This design comes from an exercise in tuning for small area, a short achievable clock period and few clock cycles on the open sky130 flow, not from production work.
In this exercise RTL edits were held to simulation tests only and were not proved equivalent to the original.
No activity file was given, so power comes from the tool's default toggle rates.

==> flow/design.v (outline; a module is shown in full before it is edited, if it fits) <==
// module systolic_ws_stream: 3914 lines
// module ws_booth_enc: 18 lines
// module ws_fa: 10 lines
// module ws_ha: 9 lines
module systolic_ws_stream (
    input  logic        clk,
    input  logic        rst,
    input  logic        start_i,
    input  logic        reuse_w_i,
    input  logic        w_valid_i,
    input  logic [31:0] w_data_i,
    output logic        w_ready_o,
    input  logic        a_valid_i,
    input  logic [31:0] a_data_i,
    input  logic        a_last_i,
    output logic        a_ready_o,
    output logic        o_valid_o,
    output logic [71:0] o_data_o,
    output logic        busy_o,
    output logic        done_o
);
  // ...
==> flow/run.sh <==
#!/bin/bash
# synth_recipe.tcl (not shown) runs the flow's synth.tcl, then flattens the netlist and writes it again
# the make line also repeats each setting of config.mk as NAME=value (left out here)
make -C /OpenROAD-flow-scripts/flow DESIGN_CONFIG=/design/flow/config.mk WORK_HOME=/design/flow/orfs CLKGATE_MAP_FILE= SYNTH_SCRIPT=/design/flow/synth_recipe.tcl finish
==> flow/config.mk <==
export PLATFORM = sky130hd
export DESIGN_NAME = systolic_ws_stream
export DESIGN_NICKNAME = systolic_ws_stream
export VERILOG_FILES = /design/flow/design.v
export SDC_FILE = /design/flow/constraint.sdc
export NUM_CORES = 4
export LEC_CHECK = 0
export CAP_MARGIN = 20
export CORE_MARGIN = 2
export CORE_UTILIZATION = 40
export CTS_CLUSTER_DIAMETER = 120
export CTS_CLUSTER_SIZE = 25
export SETUP_SLACK_MARGIN = 4.55
export SLEW_MARGIN = 20
export SYNTH_HIERARCHICAL = 1
==> flow/constraint.sdc <==
create_clock -name core_clock -period 7.0 [get_ports {clk}]
set_input_delay 1.4000 -clock core_clock [delete_from_list [all_inputs] [get_ports {clk}]]
set_output_delay 1.4000 -clock core_clock [all_outputs]
set_load 0.01 [all_outputs]
==> metrics.csv, run 1 <==
metric,value,unit
status,timing/DRC/antenna clean,
clk pwr,0.00237,W
core area,102000,µm²
Avg WL per Cell,24.64,µm
post-CTS sizing,441,
Reg2Reg Depth,4,
metal2 WL,54130,µm
CTS tree,built,
CP endpoint kind,output port,
Post-CTS Setup Bufs,4,
Required @ worst endpoint,5.60,ns
mapped cell area,41220,µm²
met2 global-route usage,35.27,%
post-synthesis compound-gate area fraction,12.30,%
met1 WL,46390,µm
Clk pwr share,36.1,%
Synth Register Bits,714,
Hold EP,cut2c3_p1_1_q$_DFF_P_,
Synth Instances,3382,
detailed placement HPWL,75290,µm
Routed WL,115500,µm
max layer used,met4,
Tmin final,2.569,ns
post-synth top area share,27.78,%
Seq area share,35.32,%
vias in the first global route,27540,
RSZ-0062 raised after global routing,yes,
die height,325.0,µm
CP Class,reg2out,
Nets,4008,
synthesis warning total,19,
Testbench counts, summed over its fixed seeds: cycles 4,679.
==> run 2: changes to the inputs <==
==> flow/flow/run.sh (new file) <==
#!/bin/bash
# Own layout flow: the standard ORFS flow (standard.sh, which also runs the
# standard synthesis unchanged), with one change: the buffers that ORFS puts on
# every input and output port are sky130_fd_sc_hd__buf_2 cells instead of the
# delay buffers it picks by default. Each make run logs to its own file here.
set -euo pipefail
bash standard.sh synth > synth.log 2>&1
bash standard.sh "BUFFER_PORTS_ARGS=-buffer_cell sky130_fd_sc_hd__buf_2" finish > layout.log 2>&1
==> flow/standard.sh (new file) <==
#!/bin/bash
# synth_recipe.tcl (not shown) runs the flow's synth.tcl, then flattens the netlist and writes it again
# the make line also repeats each setting of config.mk as NAME=value (left out here)
make -C /OpenROAD-flow-scripts/flow DESIGN_CONFIG=/design/flow/config.mk WORK_HOME=/design/flow/orfs CLKGATE_MAP_FILE= SYNTH_SCRIPT=/design/flow/synth_recipe.tcl "${@:-finish}"
--- a/flow/config.mk
+++ b/flow/config.mk
@@ -12,3 +12,3 @@
 export CTS_CLUSTER_SIZE = 25
-export SETUP_SLACK_MARGIN = 4.55
+export SETUP_SLACK_MARGIN = 4.47
 export SLEW_MARGIN = 20
removed: flow/run.sh
==> metrics.csv, run 2 <==
metric,value,unit,change
mapped cell area,41220,µm²,unchanged
"CTS clk-pin slew, worst paths",0.10,ns,about the same
Net Sw Frac,21.44,%,was 21.39%
Fillers,9460,,was 9516
die height,325.0,µm,unchanged
"most common cell after layout, fill and taps aside",xnor2_1,,unchanged
first-pass GRT wire length,172600,µm,was 173100 µm
Slowest cell on crit path,dfrtp_1,,unchanged
post-synth top area share,27.78,%,unchanged
"Cell Chain, Critical Path",buf_6,,was buf_2
RSZ-0062 raised after global routing,yes,,unchanged
Top reg by flops,wgt_q,,unchanged
max-cap violations,0,,unchanged
syn avg cell area,12.19,µm²,unchanged
Gate power share,0.3,%,was 0.7%
top post-synthesis cells by area,"dfxtp_1 (28%), fa_1 (25%), xnor2_1 (12%)",,unchanged
Static Leak,17.41,nW,was 17.62 nW
cell row count,117,,unchanged
port bufs,147,,unchanged
Final Cycle Share,36.16,%,was 36.70%
Clock Tree Root,clkbuf_16,,unchanged
worst-path fanout max,2,,unchanged
combined area of the multi-input logic cells,23800,µm²,was 23810 µm²
clock buffer depth,3,,unchanged
sequential share of the synthesized area,37.95,%,unchanged
vias per inst,5.570,,was 5.520
syn_nets,4090,,unchanged
setup violators final,0,,unchanged
layout cells sized above 1,8.594,%,was 8.620%
biggest regs,"wgt_q x128, oData_q x72",,unchanged
vias in the first global route,27290,,was 27540
CP top delay family,flip-flops,,unchanged
Synth Instances,3382,,unchanged
post-route cell area,43720,µm²,was 44760 µm²
CP bufs+invs,1,,unchanged
Num CTS Buffers,36,,was 35
DRT iter0 DRCs,2651,,was 2962
placed cell areas,42480,µm²,was 43210 µm²
FF/Latch Area,15750,µm²,was 15810 µm²
# IOs,148,,unchanged
die area,105600,µm²,unchanged
vias after detailed routing,25970,,was 25870
max-slew violations,0,,unchanged
Required @ worst endpoint,5.60,ns,about the same
Clock Sinks,714,,unchanged
most frequent cells in the layout,"xnor2_1 (549), dfxtp_1 (533), fa_1 (512)",,"was xnor2_1 (549), fa_1 (511), dfxtp_1 (486)"
CP endpoint kind,output port,,unchanged
Most used DFF post-synth,dfxtp_1,,unchanged
Nets,3982,,was 4008
Pwr Density,151.4,nW/µm²,was 146.9 nW/µm²
"Distinct cells, synth",70,,unchanged
drt pass-1 iters,6,,was 7
Avg WL per Cell,24.43,µm,was 24.64 µm
number of flops mapped to enable cells by yosys,128,,unchanged
P_sw,0.001419,W,was 0.001406 W
peak supply drop,0.1442,mV,was 0.1551 mV
Initial Utilization,40.40,%,unchanged
Routed WL,113900,µm,was 115500 µm
CP Class,reg2out,,unchanged
synth cell count leaders,"dfxtp_1 (572), xnor2_1 (549), fa_1 (512), a22oi_1 (448), clkbuf_1 (135)",,unchanged
CTS tree,built,,unchanged
Clk pwr share,36.9,%,was 36.1%
Int Pwr,0.005199,W,was 0.005169 W
synthesis warning total,19,,unchanged
Fmax,395.1,MHz,was 389.3 MHz
crit start category,flop,,unchanged
max FFs per register,128,,unchanged
DRC violations left,0,,unchanged
"slowest stage delay, CP",0.41,ns,about the same
die width,325.0,µm,unchanged
status,timing/DRC/antenna clean,,unchanged
setup TNS,0,ns,unchanged
Crit path arrival time,1.13,ns,was 1.17 ns
Worst Hold Class,reg2reg,,unchanged
pin count of the biggest net entering global routing,125,,was 42
Clock Latency Late Sink,0.60,ns,was 0.62 ns
grt ovf,0,,unchanged
clock skew,0.01946,ns,was 0.04925 ns
H-tree depth,2,,unchanged
Flop pwr share,62.8,%,was 63.2%
gr usage total,21.49,%,was 21.52%
slew margin rel.,33.64,%,was 29.83%
Tightest Pin Transition,0.9954,ns,was 1.052 ns
Routed Antenna Nets,0,,unchanged
Tmin final,2.531,ns,was 2.569 ns
detailed placement HPWL,75410,µm,was 75290 µm
"count leader, synth",dfxtp_1,,unchanged
most area-hungry cell type in the Yosys netlist,dfxtp_1,,unchanged
routability cong.,0.8450,,was 0.8298
core area,102000,µm²,unchanged
Design Power,0.006617,W,was 0.006575 W
synthesis-to-finish area growth,6.061,%,was 8.590%
initial antenna violation count,5,,was 2
Post-synth ARST share,1.961,%,unchanged
final hold violations,0,,unchanged
Synth Register Bits,714,,unchanged
run 2: changes by cell type in the layout (fill, tap and decap cells not counted), moves of 2 or more:
| cell | change |
|---|---|
| buf_12 | -6 |
| buf_2 | +119 |
| buf_16 | -2 |
| inv_8 | +3 |
| dfxtp_1 | +47 |
| buf_6 | -54 |
| dfxtp_2 | -45 |
| dfxtp_4 | -2 |
| clkdlybuf4s50_1 | -69 |
| buf_4 | -11 |
| clkbuf_16 | +2 |
| inv_6 | -2 |
| diode_2 | +2 |
run 2: layout make-up:
class	instances	area share, %
Antenna cell	2	0.01145
Clock buffer	51	2.287
Clock inverter	6	0.1631
Inverter	84	0.7297
Multi-Input combinational cell	2258	54.42
Sequential cell	714	36.02
Tap cell	1368	3.915
Timing Repair Buffer	180	2.453
run 2: Yosys stat by module, one instance, submodules excluded:
module	cells	area [µm²]	flip-flops and latches
ws_ha	1	12.51	0
ws_fa	1	20.02	0
ws_booth_enc	18	123.9	0
systolic_ws_stream	2758	30010	714
run 2: cells by family (layout without fill, tap and decap cells):
family                     Yosys count  in the layout  synth area share (%)
AOI/OAI and AO/OA                  722            722                 12.30
buffers and inverters              410            321                 4.386
DFF                                714            714                 37.95
adders and majority gates          637            637                 28.66
other                                0              2                     0
and+or+nand+nor                    257            257                 3.053
xor gates and xnor gates           640            640                 13.60
muxes                                2              2               0.05160
run 2: worst paths after layout:
check | start | end | slack (ns) | cells after the start
worst max-delay path | done_q$_DFF_PP0_ | done_o | 4.47 | 1
max in group asynchronous | rst | wRdy_q$_DFF_PP0_ | 5.78 | 2
worst max register to register | neg_q[2][0]$_DFF_P_ | cut1c3_p6_6_q$_DFF_P_ | 4.52 | 4
worst min register to register | cut1c3_p0_0_q$_DFF_P_ | cut2c3_p0_0_q$_DFF_P_ | 0.33 | 0
min in group asynchronous | rst | wOk_q$_DFFE_PP0P_ | 0.84 | 2
worst min-delay path | cut1c3_p0_0_q$_DFF_P_ | cut2c3_p0_0_q$_DFF_P_ | 0.33 | 0
run 2: power by group through the flow:
stage / registers (W) / clock network [W] / logic (W)
2_1_floorplan: 0.00426 / 0 / 0.00000125
3_3_place_gp: 0.00426 / 0 / 0.0000233
3_5_place_dp: 0.00426 / 0 / 0.0000236
4_1_cts: 0.00416 / 0.00254 / 0.0000238
5_1_grt: 0.00416 / 0.00266 / 0.0000258
6_report: 0.00416 / 0.00244 / 0.0000226
run 2: layer usage:
metal	wire length (µm)	vias up	global-route usage, %
li1	-	11140	-
met1	46140	13270	28.76
met2	53550	1331	35.15
met3	10100	237	3.951
met4	4091	4	7.156
met5	24	-	0
run 2: metrics by stage:
stage,utilization [%],instances,hold slack [ns],worst slack (ns)
2_1_floorplan,-,3382,0.3096,3.258
3_3_place_gp,41.64,4601,0.3104,4.126
3_5_place_dp,41.64,4601,0.3143,4.097
4_1_cts,42.77,4660,0.3363,4.430
5_1_grt,42.85,4662,0.3366,4.421
6_report,42.85,4663,0.3349,4.469
run 2: what timing repair did:
item / CTS / global route
hold buffers: 0 / 0
setup buffers: 2 / 1
gates resized for setup: 28 / 21
setup endpoints to repair: 173 / 50
==> run 3: changes to the inputs <==
--- a/flow/config.mk
+++ b/flow/config.mk
@@ -12,3 +12,3 @@
 export CTS_CLUSTER_SIZE = 25
-export SETUP_SLACK_MARGIN = 4.47
+export SETUP_SLACK_MARGIN = 4.42
 export SLEW_MARGIN = 20
==> metrics.csv, run 3 <==
metric,value,unit,change
slew margin rel.,32.62,%,was 33.64%
Clock Tree Root,clkbuf_16,,unchanged
max-cap violations,0,,unchanged
Fin Hold WS,0.3347,ns,was 0.3349 ns
cell row count,117,,unchanged
pin count of the biggest net entering global routing,125,,unchanged
Avg WL per Cell,24.42,µm,was 24.43 µm
status,timing/DRC/antenna clean,,unchanged
Reg2Reg Depth,4,,unchanged
Hold Crit Depth,0,,unchanged
layout cells sized above 1,8.354,%,was 8.594%
Final Cycle Share,36.26,%,was 36.16%
post-synthesis xor/xnor area fraction,13.60,%,unchanged
first-pass GRT wire length,172600,µm,about the same
Initial Utilization,40.40,%,unchanged
setup violators final,0,,unchanged
reg2reg start,neg_q[0][2]$_DFF_P_,,was neg_q[2][0]$_DFF_P_
"Cell Chain, Critical Path",buf_6,,unchanged
multiplexer share of the synthesized area,0.05160,%,unchanged
post-synthesis compound-gate area fraction,12.30,%,unchanged
DRT iter0 DRCs,2716,,was 2651
"Distinct cells, synth",70,,unchanged
crit path from,done_q$_DFF_PP0_,,unchanged
Flop pwr share,62.8,%,about the same
P_sw,0.001419,W,about the same
peak supply drop,0.1448,mV,was 0.1442 mV
Routed Antenna Nets,0,,unchanged
Slowest cell on crit path,dfrtp_1,,unchanged
Nets,3981,,was 3982
Crit path arrival time,1.14,ns,was 1.13 ns
initial antenna violation count,5,,unchanged
"most common cell after layout, fill and taps aside",xnor2_1,,unchanged
Clock Latency Late Sink,0.60,ns,about the same
Tmin final,2.538,ns,was 2.531 ns
max-slew violations,0,,unchanged
clock skew,0.02033,ns,was 0.01946 ns
Top reg by flops,wgt_q,,unchanged
CP Class,reg2out,,unchanged
biggest regs,"wgt_q x128, oData_q x72",,unchanged
vias in the first global route,27290,,about the same
vias after detailed routing,25970,,about the same
number of flops mapped to enable cells by yosys,128,,unchanged
mapped cell area,41220,µm²,unchanged
most frequent cells in the layout,"xnor2_1 (549), dfxtp_1 (538), fa_1 (512)",,"was xnor2_1 (549), dfxtp_1 (533), fa_1 (512)"
Post-synth ARST share,1.961,%,unchanged
H-tree depth,2,,unchanged
CP endpoint kind,output port,,unchanged
Fmax,394.0,MHz,was 395.1 MHz
"Core Util, Final",42.79,%,was 42.85%
Synth Register Bits,714,,unchanged
synthesis warning total,19,,unchanged
Int Pwr,0.005199,W,about the same
Num CTS Buffers,36,,unchanged
synthesis-to-finish area growth,5.910,%,was 6.061%
Design Power,0.006618,W,was 0.006617 W
Pwr Density,151.6,nW/µm²,was 151.4 nW/µm²
Post-Synth Simple-Gate Area,3.053,%,unchanged
Fillers,9473,,was 9460
syn_nets,4090,,unchanged
post-synth top area share,27.78,%,unchanged
RSZ-0062 raised after global routing,no,,was yes
Most used DFF post-synth,dfxtp_1,,unchanged
sequential share of the synthesized area,37.95,%,unchanged
"slowest stage delay, CP",0.42,ns,was 0.41 ns
Clock Sinks,714,,unchanged
hold_sp,cut1c0_p1_2_q$_DFF_P_,,was cut1c3_p0_0_q$_DFF_P_
most area-hungry cell type in the Yosys netlist,dfxtp_1,,unchanged
routability cong.,0.8450,,unchanged
detailed placement HPWL,75410,µm,unchanged
"count leader, synth",dfxtp_1,,unchanged
CP top delay family,flip-flops,,unchanged
synth cell count leaders,"dfxtp_1 (572), xnor2_1 (549), fa_1 (512), a22oi_1 (448), clkbuf_1 (135)",,unchanged
clock buffer depth,3,,unchanged
DRC violations left,0,,unchanged
top post-synthesis cells by area,"dfxtp_1 (28%), fa_1 (25%), xnor2_1 (12%)",,unchanged
# IOs,148,,unchanged
Worst Hold Class,reg2reg,,unchanged
post-synthesis adder-cell area fraction,28.66,%,unchanged
Gate power share,0.3,%,about the same
CP bufs+invs,1,,unchanged
worst-path fanout max,2,,unchanged
Routed WL,113900,µm,about the same
"CTS clk-pin slew, worst paths",0.10,ns,about the same
grt ovf,0,,unchanged
Hold EP,cut2c0_p1_1_q$_DFF_P_,,was cut2c3_p0_0_q$_DFF_P_
final hold violations,0,,unchanged
die width,325.0,µm,unchanged
Synth Instances,3382,,unchanged
Net Sw Frac,21.45,%,was 21.44%
max FFs per register,128,,unchanged
die height,325.0,µm,unchanged
Static Leak,17.40,nW,was 17.41 nW
reg2reg end,cut1c2_p6_5_q$_DFF_P_,,was cut1c3_p6_6_q$_DFF_P_
largest family of logic cells by synthesized area,adder cells,,unchanged
core area,102000,µm²,unchanged
port bufs,147,,unchanged
syn avg cell area,12.19,µm²,unchanged
CTS tree,built,,unchanged
gr usage total,21.50,%,was 21.49%
crit start category,flop,,unchanged
die area,105600,µm²,unchanged
Tightest Pin Transition,1.011,ns,was 0.9954 ns
drt pass-1 iters,6,,unchanged
Required @ worst endpoint,5.60,ns,about the same
vias per inst,5.571,,was 5.570
"reg-to-reg slack, setup",4.47,ns,was 4.52 ns
Clk pwr share,36.9,%,about the same
setup TNS,0,ns,unchanged
[run 3: final cells by class]
type	instances	area, µm²	share of cell area, %
clock inverter	6	71.32	0.1634
timing repair buffer	179	1020	2.336
antenna	2	5.005	0.01146
inverter	84	319.1	0.7308
tap	1368	1712	3.920
sequential	714	15740	36.05
multi-input combinational	2258	23790	54.49
clock buffer	51	999.7	2.290
[run 3: power groups by stage]
stage,clock (W),sequential (W),combinational (W)
4_1_cts,0.00254,0.00416,0.0000238
3_3_place_gp,0,0.00426,0.0000233
6_report,0.00244,0.00416,0.0000226
5_1_grt,0.00266,0.00416,0.0000258
2_1_floorplan,0,0.00426,0.00000125
3_5_place_dp,0,0.00426,0.0000236
[run 3: how the worst max path moves through the flow]
stage | endpoint | slack, ns | cells after the start
3_3_place_gp | cut1c1_p10_6_q$_DFF_P_ | 4.13 | 5
3_5_place_dp | cut1c1_p10_6_q$_DFF_P_ | 4.10 | 5
4_1_cts | done_o | 4.43 | 1
6_report | done_o | 4.46 | 1
2_1_floorplan | wgt_q[0][0]$_DFFE_PP_ | 3.26 | 2
5_1_grt | done_o | 4.42 | 1
[run 3: per-module statistics from Yosys, one instance, submodules excluded]
module | area, µm² | copies in the design | cells inside | flip-flops and latches
ws_booth_enc | 123.9 | 4 | 18 | 0
ws_ha | 12.51 | 44 | 1 | 0
systolic_ws_stream | 30010 | 1 | 2758 | 714
ws_fa | 20.02 | 508 | 1 | 0
[run 3: kinds of logic (layout without fill, tap and decap cells)]
family / after synthesis / count (layout)
and+or+nand+nor: 257 / 257
other: 0 / 2
DFF: 714 / 714
xor gates and xnor gates: 640 / 640
muxes: 2 / 2
AOI/OAI and AO/OA: 722 / 722
adders and majority gates: 637 / 637
buffers and inverters: 410 / 320
[run 3: through the flow]
step                instances  setup WS (ns)  area (µm²)
CTS                      4660          4.430       43620
detailed placement       4601          4.097       42480
floorplan                3382          3.258       41240
finish                   4662          4.462       43660
global placement         4601          4.126       42480
global route             4661          4.419       43660
[run 3: repair_timing]
| action | 4_1_cts | 5_1_grt |
|---|---|---|
| buffers inserted | 2 | 0 |
| hold endpoints to repair | 0 | 0 |
| setup endpoints to repair | 122 | 38 |
| resized for setup | 21 | 8 |
| cloned | 0 | 0 |
| hold buffers | 0 | 0 |
[run 3: metal layers]
layer  vias to the layer above  GRT usage, %  wire (µm)
met5                         -             0         24
li1                      11140             -          -
met3                       233         3.951      10730
met4                         4         7.156       3982
met2                      1373         35.16      53180
met1                     13220         28.76      45940
==> run 4: changes to the inputs <==
--- a/flow/config.mk
+++ b/flow/config.mk
@@ -12,3 +12,3 @@
 export CTS_CLUSTER_SIZE = 25
-export SETUP_SLACK_MARGIN = 4.42
+export SETUP_SLACK_MARGIN = 4.55
 export SLEW_MARGIN = 20
==> metrics.csv, run 4 <==
metric,value,unit,change
cell row count,117,,unchanged
placed cell areas,42480,µm²,unchanged
Routed Antenna Nets,0,,unchanged
Flop pwr share,63.8,%,was 62.8%
Pwr Density,147.9,nW/µm²,was 151.6 nW/µm²
die height,325.0,µm,unchanged
Final Cycle Share,36.31,%,was 36.26%
grt ovf,0,,unchanged
clock skew,0.05747,ns,was 0.02033 ns
"slowest stage delay, CP",0.41,ns,was 0.42 ns
core area,102000,µm²,unchanged
Top reg by flops,wgt_q,,unchanged
synthesis-to-finish area growth,6.932,%,was 5.910%
worst-path fanout max,2,,unchanged
RSZ-0062 raised after global routing,yes,,was no
"most common cell after layout, fill and taps aside",xnor2_1,,unchanged
syn avg cell area,12.19,µm²,unchanged
"Distinct cells, synth",70,,unchanged
CP Class,reg2out,,unchanged
most frequent cells in the layout,"xnor2_1 (549), fa_1 (511), dfxtp_1 (498)",,"was xnor2_1 (549), dfxtp_1 (538), fa_1 (512)"
final hold violations,0,,unchanged
Synth Register Bits,714,,unchanged
Required @ worst endpoint,5.60,ns,about the same
Fillers,9544,,was 9473
max-slew violations,0,,unchanged
CP top delay family,flip-flops,,unchanged
status,timing/DRC/antenna clean,,unchanged
setup violators final,0,,unchanged
vias per inst,5.593,,was 5.571
CP endpoint kind,output port,,unchanged
# IOs,148,,unchanged
port bufs,147,,unchanged
mapped cell area,41220,µm²,unchanged
"count leader, synth",dfxtp_1,,unchanged
synthesis warning total,19,,unchanged
top post-synthesis cells by area,"dfxtp_1 (28%), fa_1 (25%), xnor2_1 (12%)",,unchanged
number of flops mapped to enable cells by yosys,128,,unchanged
Clock Tree Root,clkbuf_16,,unchanged
Crit path arrival time,1.14,ns,about the same
Static Leak,17.46,nW,was 17.40 nW
Clock Latency Late Sink,0.63,ns,was 0.60 ns
Avg WL per Cell,24.93,µm,was 24.42 µm
Initial Utilization,40.40,%,unchanged
Clock Sinks,714,,unchanged
clock buffer depth,3,,unchanged
drt pass-1 iters,6,,unchanged
Tmin final,2.542,ns,was 2.538 ns
Clk pwr share,35.9,%,was 36.9%
Int Pwr,0.005120,W,was 0.005199 W
Gate power share,0.4,%,was 0.3%
Fin Hold WS,0.3331,ns,was 0.3347 ns
die area,105600,µm²,unchanged
biggest regs,"wgt_q x128, oData_q x72",,unchanged
first-pass GRT wire length,175700,µm,was 172600 µm
Num CTS Buffers,35,,was 36
Most used DFF post-synth,dfxtp_1,,unchanged
Synth Instances,3382,,unchanged
"CTS clk-pin slew, worst paths",0.10,ns,about the same
Tightest Pin Transition,1.025,ns,was 1.011 ns
Nets,3988,,was 3981
H-tree depth,2,,unchanged
CP bufs+invs,1,,unchanged
Routed WL,116300,µm,was 113900 µm
CTS tree,built,,unchanged
detailed placement HPWL,76040,µm,was 75410 µm
post-route cell area,44080,µm²,was 43660 µm²
DRC violations left,0,,unchanged
"Cell Chain, Critical Path",buf_6,,unchanged
most area-hungry cell type in the Yosys netlist,dfxtp_1,,unchanged
DRT iter0 DRCs,2716,,unchanged
syn_nets,4090,,unchanged
vias after detailed routing,26090,,was 25970
Fmax,393.4,MHz,was 394.0 MHz
sequential share of the synthesized area,37.95,%,unchanged
Net Sw Frac,21.45,%,about the same
final worst slack,4.458,ns,was 4.462 ns
slew margin rel.,31.70,%,was 32.62%
Slowest cell on crit path,dfrtp_1,,unchanged
routability cong.,0.8507,,was 0.8450
peak supply drop,0.1556,mV,was 0.1448 mV
P_sw,0.001398,W,was 0.001419 W
pin count of the biggest net entering global routing,130,,was 125
Post-synth ARST share,1.961,%,unchanged
crit start category,flop,,unchanged
gr usage total,21.93,%,was 21.50%
synth cell count leaders,"dfxtp_1 (572), xnor2_1 (549), fa_1 (512), a22oi_1 (448), clkbuf_1 (135)",,unchanged
Worst Hold Class,reg2reg,,unchanged
setup TNS,0,ns,unchanged
post-synth top area share,27.78,%,unchanged
initial antenna violation count,8,,was 5
vias in the first global route,27660,,was 27290
die width,325.0,µm,unchanged
layout cells sized above 1,9.860,%,was 8.354%
Place WS,4.218,ns,was 4.097 ns
max-cap violations,0,,unchanged
max FFs per register,128,,unchanged
run 4: layout make-up:
| class | instances | area (µm²) | share of cell area [%] |
|---|---|---|---|
| diodes | 1 | 2.502 | 0.005677 |
| multi-input cells | 2258 | 23800 | 54.00 |
| clock buffers | 48 | 925.9 | 2.100 |
| flip-flops and latches | 714 | 15800 | 35.83 |
| well taps | 1368 | 1712 | 3.883 |
| inverters | 84 | 319.1 | 0.7238 |
| clock inverters | 5 | 57.56 | 0.1306 |
| repair buffers | 187 | 1465 | 3.324 |
run 4: cells by family after synthesis:
group	after synthesis	share of synthesized area, %
and+or+nand+nor	257	3.053
adders and majority gates	637	28.66
xor gates and xnor gates	640	13.60
DFF	714	37.95
buffers and inverters	410	4.386
AOI/OAI and AO/OA	722	12.30
muxes	2	0.05160
run 4: repair_timing:
item                       CTS  global route
hold buffers                 0             0
setup endpoints to repair  307           154
cloned                       0             0
pin swaps                    0             1
resized for setup          101            38
buffers inserted             2             8
run 4: per-module statistics from Yosys, one instance, submodules excluded:
module / copies in the design / cell area (µm²) / flip-flops and latches / cells inside
ws_fa: 508 / 20.02 / 0 / 1
systolic_ws_stream: 1 / 30010 / 714 / 2758
ws_booth_enc: 4 / 123.9 / 0 / 18
ws_ha: 44 / 12.51 / 0 / 1
run 4: metrics by stage:
stage / power (W) / std cells / util, %
2_1_floorplan: 0.004260 / 3382 / -
3_3_place_gp: 0.004283 / 4601 / 41.64
3_5_place_dp: 0.004284 / 4601 / 41.64
4_1_cts: 0.006599 / 4656 / 42.95
5_1_grt: 0.006739 / 4664 / 43.20
6_report: 0.006518 / 4665 / 43.20
run 4: final timing paths:
kind | start | to | slack (ns) | cells after the start
max | aRdy_q$_DFF_PP0_ | a_ready_o | 4.46 | 1
min | cut1c0_p1_2_q$_DFF_P_ | cut2c0_p1_1_q$_DFF_P_ | 0.33 | 0
max reg2reg | two_q[0][1]$_DFF_P_ | cut1c1_p9_4_q$_DFF_P_ | 4.56 | 5
min reg2reg | cut1c0_p1_2_q$_DFF_P_ | cut2c0_p1_1_q$_DFF_P_ | 0.33 | 0
max in group asynchronous | rst | vPipe_q[2]$_DFF_PP0_ | 5.83 | 2
min in group asynchronous | rst | vPipe_q[0]$_DFF_PP0_ | 0.81 | 2
run 4: metal layers:
metal	wire, µm	vias up	GRT usage (%)
li1	-	11160	-
met1	46830	13290	29.55
met2	54030	1393	35.16
met3	10790	250	4.201
met4	4574	10	8.031
met5	72	-	0
run 4: power by group through the flow:
stage / Sequential, W / Clock, W / Combinational [W]
finish: 0.00416 / 0.00234 / 0.0000253
global route: 0.00416 / 0.00255 / 0.0000275
CTS: 0.00416 / 0.00242 / 0.0000258
detailed placement: 0.00426 / 0 / 0.0000256
global placement: 0.00426 / 0 / 0.0000252
floorplan: 0.00426 / 0 / 0.00000125

[what the ideal ports hide]
In the flow no input, the clock included, has a driving cell. The finished layouts below were timed again as built, in two steps. Step 1, drivers: a clkbuf_16 drives clk and a buf_2 each remaining input, both assumed. Step 2 moves the port delays by t, midway between the first and last clock arrival at a register: inputs arrive t later, outputs are due t later. That takes back most of the time a late clock gives input paths. Three values: ideal ports, drivers, drivers and shift; two values: the first two.
run	shift t [ns]	slack for setup (ns)	slew at the worst register clock pin (ns)	pins driven straight from the clock port
run 1	0.665	4.431 / 4.364 / 3.994	0.11 / 0.11	1
run 2	0.659	4.469 / 4.403 / 4.147	0.11 / 0.11	1
run 3	0.659	4.462 / 4.396 / 4.160	0.11 / 0.11	1
run 4	0.666	4.458 / 4.394 / 4.222	0.12 / 0.12	1
After both steps every run listed still meets setup and hold. For run 1, which loses most, drivers alone change the setup slack by -0.067 ns; drivers and shift together by -0.437 ns.
